What follows belongs to an exercise in optimizing a design on an open flow for small area and a short achievable clock period; a production flow would make more cautious choices. In this exercise RTL edits were held to simulation tests only and were not proved equivalent to the original. Power figures rest on the tool's default switching activity, not on a simulated workload.

==> design.v <==
module exec_core (
    input  logic             clk,
    input  logic             reset,
    input  logic             in_valid,
    input  logic [32-1:0] in_instr,
    input  logic [32-1:0] in_pc,
    output logic                   result_valid,
    output logic [5-1:0] result_rd,
    output logic                   result_write_en,
    output logic [32-1:0]       result_value,
    output logic                   result_branch,
    output logic                   result_taken,
    output logic [32-1:0]       result_target,
    output logic                   result_illegal
);
    logic [6:0] opc;
    logic [2:0] f3;
    logic [6:0] f7;
    logic [4:0] rd, rs1, rs2;
    assign opc = in_instr[6:0];
    assign f3  = in_instr[14:12];
    assign f7  = in_instr[31:25];
    assign rd  = in_instr[11:7];
    assign rs1 = in_instr[19:15];
    assign rs2 = in_instr[24:20];
    logic is_op, is_opi, is_lui, is_br;
    assign is_op  = (opc == 7'b0110011);
    assign is_opi = (opc == 7'b0010011);
    assign is_lui = (opc == 7'b0110111);
    assign is_br  = (opc == 7'b1100011);
    logic f7z, f7s, op_ok, opi_ok, br_ok, legal, alu_legal, writes;
    assign f7z    = (f7 == 7'b0000000);
    assign f7s    = (f7 == 7'b0100000);
    assign op_ok  = f7z | (f7s & (f3 == 3'b000 | f3 == 3'b101));
    assign opi_ok = (f3 == 3'b001) ? f7z : ((f3 == 3'b101) ? (f7z | f7s) : 1'b1);
    assign br_ok  = (f3[2:1] != 2'b01);
    assign alu_legal = (is_op & op_ok) | (is_opi & opi_ok);
    assign legal  = alu_legal | is_lui | (is_br & br_ok);
    assign writes = alu_legal | is_lui;
    logic use_imm;
    logic [31:0] imm_op;
    assign use_imm = is_opi | is_lui;
    assign imm_op  = is_lui ? {in_instr[31:12], 12'b0} : {{20{in_instr[31]}}, in_instr[31:20]};
    logic [12:0] timm;
    assign timm = is_br ? {in_instr[31], in_instr[7], in_instr[30:25], in_instr[11:8], 1'b0}
                        : {in_instr[31], in_instr[31:20]};
    logic        d_valid, d_we;
    logic [4:0]  d_rd;
    logic [31:0] d_a, d_b, d_pc;
    logic        d_fa, d_fb;
    logic [12:0] d_timm;
    logic        d_lui;
    logic        d_add, d_sub, d_sll, d_slt, d_sltu, d_xor, d_sr, d_sra, d_or, d_and;
    logic        d_cmp, d_branch, d_illegal;
    logic [2:0]  d_f3;
    logic        r1_valid, r1_we, r1_branch, r1_taken, r1_illegal;
    logic [4:0]  r1_rd;
    logic [31:0] r1_val, r1_tgt;
    logic        r2_valid, r2_we, r2_branch, r2_taken, r2_illegal;
    logic [4:0]  r2_rd;
    logic [31:0] r2_val, r2_tgt;
    logic [31:0] rf [1:31];
    logic [31:1] rf_ok;
    logic [31:1] wen;
    for (genvar r = 1; r < 32; r++) begin : g_rf
        assign wen[r] = r1_we && (r1_rd == r);
        always_ff @(posedge clk) begin
            if (wen[r]) rf[r] <= r1_val;
            if (reset) rf_ok[r] <= 1'b0;
            else if (wen[r]) rf_ok[r] <= 1'b1;
        end
    end
    logic hit1, hit2;
    assign hit1 = r1_we && (r1_rd == rs1);
    assign hit2 = r1_we && (r1_rd == rs2) && !use_imm;
    logic [31:1] sel1, sel2;
    logic [31:0] rd1, rd2;
    always_comb begin
        rd1 = hit1 ? r1_val : 32'b0;
        rd2 = hit2 ? r1_val : (use_imm ? imm_op : 32'b0);
        for (int r = 1; r < 32; r++) begin
            sel1[r] = rf_ok[r] && (rs1 == r) && !hit1;
            sel2[r] = rf_ok[r] && (rs2 == r) && !hit2 && !use_imm;
            rd1 = rd1 | ({32{sel1[r]}} & rf[r]);
            rd2 = rd2 | ({32{sel2[r]}} & rf[r]);
        end
    end
    always_ff @(posedge clk) begin
        if (reset) begin
            d_valid <= 1'b0;
            d_we    <= 1'b0;
        end else begin
            d_valid <= in_valid;
            d_we    <= in_valid && writes && (rd != 5'd0);
        end
        d_rd      <= rd;
        d_a       <= rd1;
        d_b       <= rd2;
        d_fa      <= d_we && (d_rd == rs1);
        d_fb      <= d_we && (d_rd == rs2) && !use_imm;
        d_pc      <= in_pc;
        d_timm    <= timm;
        d_lui     <= is_lui;
        d_add     <= alu_legal && (f3 == 3'b000);
        d_sub     <= is_op && f7[5] && (f3 == 3'b000);
        d_sll     <= alu_legal && (f3 == 3'b001);
        d_slt     <= alu_legal && (f3 == 3'b010);
        d_sltu    <= alu_legal && (f3 == 3'b011);
        d_xor     <= alu_legal && (f3 == 3'b100);
        d_sr      <= alu_legal && (f3 == 3'b101);
        d_sra     <= f7[5];
        d_or      <= alu_legal && (f3 == 3'b110);
        d_and     <= alu_legal && (f3 == 3'b111);
        d_cmp     <= (is_op && f7[5]) || (f3[2:1] == 2'b01) || is_br;
        d_branch  <= is_br && br_ok;
        d_f3      <= f3;
        d_illegal <= !legal;
    end
    logic [31:0] a, b;
    assign a = d_fa ? r1_val : d_a;
    assign b = d_fb ? r1_val : d_b;
    logic        sub_op;
    logic [31:0] bx, sum;
    logic        cout;
    assign sub_op = d_sub || d_cmp;
    assign bx = b ^ {32{sub_op}};
    assign {cout, sum} = {1'b0, a} + {1'b0, bx} + {32'b0, sub_op};
    logic lt_u, lt_s, eq;
    assign lt_u = !cout;
    assign lt_s = (a[31] != b[31]) ? a[31] : lt_u;
    assign eq   = (a == b);
    logic [31:0] sh_in, sh_out, sh_rev;
    logic        fill;
    assign fill = d_sra && a[31];
    always_comb begin
        for (int i = 0; i < 32; i++) sh_in[i] = d_sll ? a[31-i] : a[i];
        sh_out = sh_in;
        if (b[0]) sh_out = {{1{fill}},  sh_out[31:1]};
        if (b[1]) sh_out = {{2{fill}},  sh_out[31:2]};
        if (b[2]) sh_out = {{4{fill}},  sh_out[31:4]};
        if (b[3]) sh_out = {{8{fill}},  sh_out[31:8]};
        if (b[4]) sh_out = {{16{fill}}, sh_out[31:16]};
        for (int i = 0; i < 32; i++) sh_rev[i] = sh_out[31-i];
    end
    logic [31:0] value;
    assign value = ({32{d_add}} & sum)
                 | ({32{d_sll}} & sh_rev)
                 | ({32{d_sr}}  & sh_out)
                 | {31'b0, (d_slt & lt_s) | (d_sltu & lt_u)}
                 | ({32{d_xor}} & (a ^ b))
                 | ({32{d_or}}  & (a | b))
                 | ({32{d_and}} & (a & b))
                 | ({32{d_lui}} & b);
    logic cond;
    always_comb begin
        case (d_f3[2:1])
            2'b00:   cond = eq;
            2'b10:   cond = lt_s;
            default: cond = lt_u;
        endcase
        cond = cond ^ d_f3[0];
    end
    logic [31:0] tgt_imm;
    assign tgt_imm = d_lui ? d_b : {{19{d_timm[12]}}, d_timm};
    always_ff @(posedge clk) begin
        if (reset) begin
            r1_valid <= 1'b0;
            r1_we    <= 1'b0;
        end else begin
            r1_valid <= d_valid;
            r1_we    <= d_we;
        end
        r1_rd      <= d_rd;
        r1_val     <= value;
        r1_branch  <= d_branch;
        r1_taken   <= d_branch && cond;
        r1_tgt     <= d_pc + tgt_imm;
        r1_illegal <= d_illegal;
    end
    always_ff @(posedge clk) begin
        if (reset) begin
            r2_valid <= 1'b0;
        end else begin
            r2_valid <= r1_valid;
        end
        r2_we      <= r1_we;
        r2_rd      <= r1_rd;
        r2_val     <= r1_val;
        r2_branch  <= r1_branch;
        r2_taken   <= r1_taken;
        r2_tgt     <= r1_tgt;
        r2_illegal <= r1_illegal;
    end
    assign result_valid    = r2_valid;
    assign result_rd       = r2_rd;
    assign result_write_en = r2_we;
    assign result_value    = r2_val;
    assign result_branch   = r2_branch;
    assign result_taken    = r2_taken;
    assign result_target   = r2_tgt;
    assign result_illegal  = r2_illegal;
endmodule
==> run.sh <==
#!/bin/bash
# synth_recipe.tcl (not shown) runs the flow's synth.tcl, then flattens the netlist and writes it again
# the make line also repeats each setting of config.mk as NAME=value (left out here)
make -C /OpenROAD-flow-scripts/flow DESIGN_CONFIG=/design/flow/config.mk WORK_HOME=/design/flow/orfs CLKGATE_MAP_FILE= SYNTH_SCRIPT=/design/flow/synth_recipe.tcl finish
==> config.mk <==
export PLATFORM = sky130hd
export DESIGN_NAME = exec_core
export DESIGN_NICKNAME = exec_core
export VERILOG_FILES = /design/flow/design.v
export SDC_FILE = /design/flow/constraint.sdc
export NUM_CORES = 4
export LEC_CHECK = 0
export CAP_MARGIN = 20
export CORE_MARGIN = 2
export CORE_UTILIZATION = 40
export SLEW_MARGIN = 20
==> constraint.sdc <==
create_clock -name core_clock -period 6.5 [get_ports {clk}]
set_input_delay 1.3000 -clock core_clock [delete_from_list [all_inputs] [get_ports {clk}]]
set_output_delay 1.3000 -clock core_clock [all_outputs]
set_load 0.01 [all_outputs]
==> reports/results.txt <==
Via count: 49100
Worst reg2reg path depth: 14
Post-synth EDFFs: 992
Most common library cells after synthesis: edfxtp_1 (992), a22oi_1 (573), dfxtp_1 (313), nand2_1 (274), nand3_1 (232)
FP Rows: 140
Starting density of the core: 40.2%
DR iter-0 viols: 11200
Combinational power share: 3.1%
Pwr per Cell Area: 258 nW/um^2
Worst-Margin Slew: 1.28 ns
Top cells by area, synth: edfxtp_1 (51%), dfxtp_1 (11%), a22oi_1 (7.4%), a221oi_1 (2.8%), ha_1 (2.7%)
Mapped Avg Cell Area: 12.9 sq um
Gr ovfl total: 0
Final nets: 4860
Largest net degree at the start of global routing: 43
Worst path bufs/invs: 3
Post-synthesis cell type count: 79
CP peak stage delay: 1.01 ns
Cells after Synth: 4525
Main synth FF type: edfxtp_1
Hold Crit Start: d_illegal
Post_cts resized: 0
Final RePlAce weighted congestion: 1.00
Critical path required time: 7.20 ns
Sw Share: 21.7%
Delay-heaviest family, CP: compound AO/OA/AOI/OAI gates
Final WS setup: 1.35 ns
Hold Path Cell Cnt: 0
Final period utilization: 79.3%
Clock power frac: 45.0%
Hold Path Sink: r1_illegal
Fin area: 67100 sq um
Final Skew: 0.0344 ns
FMAX: 0.194 GHz
CTS buffer count: 139
Io pins: 141
DIE WIDTH: 386 um
Die Ht: 386 um
CTS Sinks: 1305
Synth Warn #: 2
Share of flip-flops with an asynchronous set or reset: 0%
Placed insts: 6440
Port bufs: 140
DP Area: 62700 sq um
Peak supply drop: 270 uV
Syn_nets: 4720
Mapped cell area: 58400 sq um
TNS Setup: 0 ns
Syn-to-layout area delta: 15.0%
Worst Path Arrival: 5.85 ns
Leading area contributor after synthesis: edfxtp_1
Layout fillers: 12900
First-pass GRT wire length: 381000 um
Cts hold-fix bufs: 0
Max cap viols: 0
Initial antenna violation count: 11
CP Max Fanout: 33
# DRC: 0
RSZ-0062 raised after global routing: false
CTS H-Tree Depth: 4
Reg power frac: 51.9%
Worst setup EP type: flip-flop
TritonCTS clock tree: yes
Remaining antenna violation count after routing: 0
CP Launch Type: flip-flop
Synth top area share: 51.0%
Routed WL per cell: 42.6 um
Final wirelength: 286000 um
Outcome: complete, no violations
Sequential element share of the synthesized area: 61.8%
Final Max Tran Viols: 0
Static Leakage: 25.6 nW
CP startpoint: d_fb
Non-Filler Instances: 6701
Vias in the first global route: 45800
FF+latch count, synth: 1305
Post-CTS Setup Inserts: 0
Worst min path class: reg2reg
Reg2reg setup slack: 1.35 ns
Most frequent cell after synthesis: edfxtp_1
# setup viols final: 0
Internal power: 0.0136 W
Sequential cell area: 36100 sq um
HPWL Detailed: 169000 um
Max-slew headroom: 14.6%
Via-to-Cell Ratio: 7.32
Multi-input gate area: 20900 sq um
Final hold vios: 0
Worst setup path class: reg2reg
R2R Path Start: d_fb
FF-to-FF End: r1_val[31]
Total track usage: 37.4%
1st-pass router iterations: 14
Core ar.: 145000 sq um
Setup WS pre-CTS: 1.18 ns
Layout cell share with drive strength beyond 1: 12.4%
Clock-pin transition on the worst setup and hold timing paths: 0.06 ns
Clk Latency, worst-skew pair: 0.82 ns
Critical path cell sequence: mux2i_2, buf_4, clkinv_1, buf_4, xnor2_1, ha_1, a21oi_1, o211a_1, nor2_2, a211oi_1, o31ai_4, a31oi_1, xnor2_1, a21o_1
Root Buffer Master: clkbuf_16
P_sw: 0.00376 W
Die area: 149000 sq um
Clock buffer depth: 3
Minimum clock period: 5.15 ns
Crit-path slowest cell: dfxtp_2
layer usage:
metal | vias to the layer above | share of wire (%) | global-route usage (%) | routed length [um]
li1 | 18600 | - | - | -
met1 | 23600 | 34 | 45.1 | 96200
met2 | 5202 | 41 | 53.4 | 116000
met3 | 1654 | 16 | 14.9 | 45000
met4 | 10 | 9.9 | 28.5 | 28300
met5 | - | 0.082 | 0.130 | 234
power groups by stage:
stage / logic [W] / clock network, W / registers (W)
4_1_cts: 0.000526 / 0.00781 / 0.00900
3_5_place_dp: 0.000523 / 0 / 0.00918
2_1_floorplan: 0.000257 / 0 / 0.00919
6_report: 0.000531 / 0.00780 / 0.00900
3_3_place_gp: 0.000520 / 0 / 0.00917
5_1_grt: 0.000571 / 0.00814 / 0.00900
registers in the layout, summed over array words and instances (netlist names), 13 cells and up:
signal,cells
rf,992
d_a,32
d_b,32
d_pc,32
r1_tgt,32
r1_val,32
r2_tgt,32
r2_val,32
rf_ok,31
d_timm,13
logic make-up after synthesis:
kind of cell               after synthesis  share of synthesized area, %
and+or+nand+nor                       1005                          8.63
DFF                                   1305                          61.8
AOI/OAI and AO/OA                     1384                          18.3
muxes                                  172                          3.71
buffers and inverters                  427                          3.24
xor gates and xnor gates               104                          1.56
adders and majority gates              128                          2.77
layout make-up:
type	instances	area share [%]
Clock buffer	189	5.78
Antenna cell	8	0.0298
Multi-Input combinational cell	2793	31.1
Inverter	91	0.509
Timing Repair Buffer	335	4.52
Clock inverter	63	0.731
Tap cell	1917	3.57
Sequential cell	1305	53.7
worst max path at each step:
stage,slack (ns),endpoint,cells past startpoint
3_5_place_dp,1.18,d_a[30],11
4_1_cts,1.54,r1_val[31],14
5_1_grt,1.34,r1_taken,17
2_1_floorplan,2.10,r1_taken,16
6_report,1.35,r1_val[31],14
3_3_place_gp,1.15,d_b[15],11
cells in the final DEF (no fill, tap or decap), drive strengths merged, types with 26 or more instances in the layout:
master / synthesis / layout
edfxtp: 992 / 992
a22oi: 573 / 573
dfxtp: 313 / 313
nand2: 274 / 274
nand3: 232 / 232
a221oi: 200 / 200
buf: 140 / 195
clkbuf: 196 / 189
nor2: 187 / 187
a22o: 160 / 160
clkdlybuf4s50: 0 / 140
ha: 126 / 126
mux2i: 116 / 116
a21oi: 110 / 110
o21ai: 103 / 103
inv: 90 / 99
xnor2: 81 / 81
a222oi: 76 / 76
nand4: 73 / 73
or4: 64 / 64
clkinv: 1 / 45
a21o: 32 / 32
mux4: 32 / 32
nor3: 31 / 31
and4: 29 / 29
and3: 26 / 26
per-stage QoR:
step	utilization, %	hold WS (ns)	total power, W
final	46.2	0.319	0.0173
after global routing	46.2	0.317	0.0177
after CTS	46.2	0.308	0.0173
after detailed placement	43.2	0.312	0.00970
after global placement	43.1	0.310	0.00969
after floorplan	-	0.310	0.00944

-- port drivers added, routing unchanged --
How much do the figures lean on ideal ports? The routed layout below was timed once more, with nothing changed but the port constraints.
Step 1: set_driving_cell puts a clkbuf_16 on clk and a buf_2 on each other input, an assumption about the parent block.
Step 2 moves the port delays by t, midway between the first and last clock arrival at a register: inputs arrive t later, outputs are due t later. That takes back most of the time a late clock gives input paths.
a / b / c = ideal / step 1 / step 2; a / b = the first two.
t (ns): 0.877
setup WS [ns]: 1.348 / 1.348 / 0.983
worst setup path at the end: input to register
After both steps this run still meets setup and hold. For this run, drivers alone change the setup slack by 0.000 ns; drivers and shift together by -0.365 ns.
